Source: an optimization exercise on an open RTL-to-GDS flow (aim: small area and a short achievable clock period). Production flows keep margins and buffers that such runs may drop. In this exercise RTL edits were held to simulation tests only and were not proved equivalent to the original. Power figures rest on the tool's default switching activity, not on a simulated workload.

Design ccpd_top, start of the top module:
module ccpd_top (
    input  logic                                       ADC_ENC,
    input  logic                                       i_rst_n,
    input  logic                                       i_gate_start,
    input  sampler_pkg::cnt_t                          i_gate_delay,
    input  sampler_pkg::cnt_t                          i_gate_width,
    input  sampler_pkg::cnt_t                          i_inj_delay,
    input  sampler_pkg::cnt_t                          i_inj_width,
    input  sampler_pkg::cnt_t                          i_rec_len,
    input  sampler_pkg::trig_src_t                     i_trig_src,
    input  sampler_pkg::sample_t                       i_threshold,
    input  logic [sampler_pkg::N_CH-1:0][sampler_pkg::SAMPLE_W-1:0] i_adc_sample,
    input  logic [sampler_pkg::N_CH-1:0]               i_ch_en,
    input  logic                                       i_out_ready,
    output logic                                       o_ccpd_gate,
    output logic                                       o_ccpd_injection,
    output logic                                       o_out_valid,
    output sampler_pkg::out_word_t                     o_out_data,
    output logic [sampler_pkg::N_CH-1:0]               o_lost
);
For scale: roughly 1100 flip-flops, ~0.041 mm2 of cells after synthesis.
==> flow/config.mk <==
export PLATFORM = sky130hd
export DESIGN_NAME = ccpd_top
export DESIGN_NICKNAME = ccpd_top
export VERILOG_FILES = /design/flow/design.v
export SDC_FILE = /design/flow/constraint.sdc
export NUM_CORES = 4
export LEC_CHECK = 0
export ABC_CLOCK_PERIOD_IN_PS = 2400
export CAP_MARGIN = 20
export CORE_MARGIN = 2
export CORE_UTILIZATION = 65
export SETUP_SLACK_MARGIN = 3.7
export SLEW_MARGIN = 20
==> flow/constraint.sdc <==
create_clock -name core_clock -period 6.0 [get_ports {ADC_ENC}]
set_input_delay 1.2000 -clock core_clock [delete_from_list [all_inputs] [get_ports {ADC_ENC}]]
set_output_delay 1.2000 -clock core_clock [all_outputs]
set_load 0.01 [all_outputs]
standard.sh (not shown) runs the stock make flow with config.mk's settings and CLKGATE_MAP_FILE= SYNTH_SCRIPT=/design/flow/synth_recipe.tcl, a recipe that flattens the netlist after the stock synthesis.
==> flow/flow/run.sh <==
#!/bin/bash
# Standard ORFS layout, with plain buffers on the ports, resizing not
# limited to the same cell footprint, and larger clock sink clusters
# without dummy loads.
set -euo pipefail
bash standard.sh MATCH_CELL_FOOTPRINT=0 \
    "BUFFER_PORTS_ARGS=-buffer_cell sky130_fd_sc_hd__buf_2" \
    "CTS_ARGS=-sink_clustering_enable -repair_clock_nets -dont_use_dummy_load -sink_clustering_size 25 -sink_clustering_max_diameter 80" \
    finish > standard_flow.log 2>&1
The starting point produced a clean layout.
Change:
--- a/flow/config.mk
+++ b/flow/config.mk
@@ -9,5 +9,5 @@
 export CAP_MARGIN = 20
 export CORE_MARGIN = 2
-export CORE_UTILIZATION = 65
-export SETUP_SLACK_MARGIN = 3.7
+export CORE_UTILIZATION = 70
+export SETUP_SLACK_MARGIN = 3.65
 export SLEW_MARGIN = 20
Total power went down by 0.30%.
Via count hardly moves.
Sequential share of layout area is higher by 1.7 points.
First-iteration DRC count falls by about 2%.
Worst setup slack improves by 0.017 ns.
Final area shrinks by 2.4%.
Core utilization rises by 3.6 points.
Die area falls by about 7%.
Count of clock-buffer cells in the layout is unchanged.
Routed wire length drops by 1.1%.
Change:
--- a/flow/config.mk
+++ b/flow/config.mk
@@ -10,4 +10,4 @@
 export CORE_MARGIN = 2
 export CORE_UTILIZATION = 70
-export SETUP_SLACK_MARGIN = 3.65
+export SETUP_SLACK_MARGIN = 3.8
 export SLEW_MARGIN = 20
After rerunning:
- hold slack stays flat
- routed wire length rises by 6.3%
- sequential share of layout area falls by 3.4 points
- worst setup slack gains 0.024 ns
- power rises by 0.89%
- clock-buffer cell count does not change
- cell count rises by 3.5%
Change:
--- a/flow/config.mk
+++ b/flow/config.mk
@@ -10,4 +10,5 @@
 export CORE_MARGIN = 2
 export CORE_UTILIZATION = 70
-export SETUP_SLACK_MARGIN = 3.8
+export PLACE_DENSITY = 0.8
+export SETUP_SLACK_MARGIN = 3.7
 export SLEW_MARGIN = 20
Effect: Routed wire length went down by about 3.6%. Core utilization went down by 2.9 points. First-iteration DRC count went up by 14%. Global-route usage went down by 1.3 points. Worst setup slack is better by 0.0057 ns. Non-clock buffer count went down by 74. Cell count went down by 2.4%. Die area does not change.
Change:
--- a/flow/config.mk
+++ b/flow/config.mk
@@ -6,9 +6,8 @@
 export NUM_CORES = 4
 export LEC_CHECK = 0
-export ABC_CLOCK_PERIOD_IN_PS = 2400
+export ABC_AREA = 1
 export CAP_MARGIN = 20
 export CORE_MARGIN = 2
 export CORE_UTILIZATION = 70
-export PLACE_DENSITY = 0.8
 export SETUP_SLACK_MARGIN = 3.7
 export SLEW_MARGIN = 20
The changed run ran to the end with no violations.
Die area increases by about 4.5%.
Non-clock buffer count decreases by 42.
First-iteration DRC count fell by 23%.
Flip-flop and latch count is unchanged.
Power shrinks by 1.5%.
Fmax barely changes.
Wire length hardly moves.
Sequential power went down by about 2%.
Final cell count climbs by 34%.

static timing again, ports no longer ideal:
In the flow no input, the clock included, has a driving cell. The finished layouts below were timed again as built, in two steps. Step 1 assumes that a clkbuf_16 drives the clock port and a buf_2 every other input. Step 2, shift: input delay + t, output delay - t, t = (earliest + latest rising clock arrival at the registers) / 2. This alone moves slack from input paths to output paths. Three values: no drivers, after step 1, after step 2; two values: the first two.
run | shift t [ns] | slack for setup (ns) | worst hold slack (ns) | worst setup path after step 2 | slew at the worst register clock pin (ns)
the first run | 0.688 | 3.611 / 3.609 / 3.175 | 0.430 / 0.430 / 0.430 | input to register | 0.10 / 0.10
the second run | 0.679 | 3.628 / 3.591 / 3.210 | 0.440 / 0.440 / 0.440 | input to register | 0.10 / 0.10
the third run | 0.677 | 3.652 / 3.590 / 3.153 | 0.437 / 0.437 / 0.437 | input to register | 0.10 / 0.10
the fourth run | 0.666 | 3.658 / 3.595 / 3.221 | 0.396 / 0.396 / 0.396 | input to register | 0.10 / 0.10
the fifth run | 0.690 | 3.652 / 3.583 / 3.117 | 0.434 / 0.434 / 0.434 | input to register | 0.10 / 0.10
After both steps every run listed still meets setup and hold. For the fifth run, which loses most, drivers alone change the setup slack by -0.069 ns; drivers and shift together by -0.535 ns.
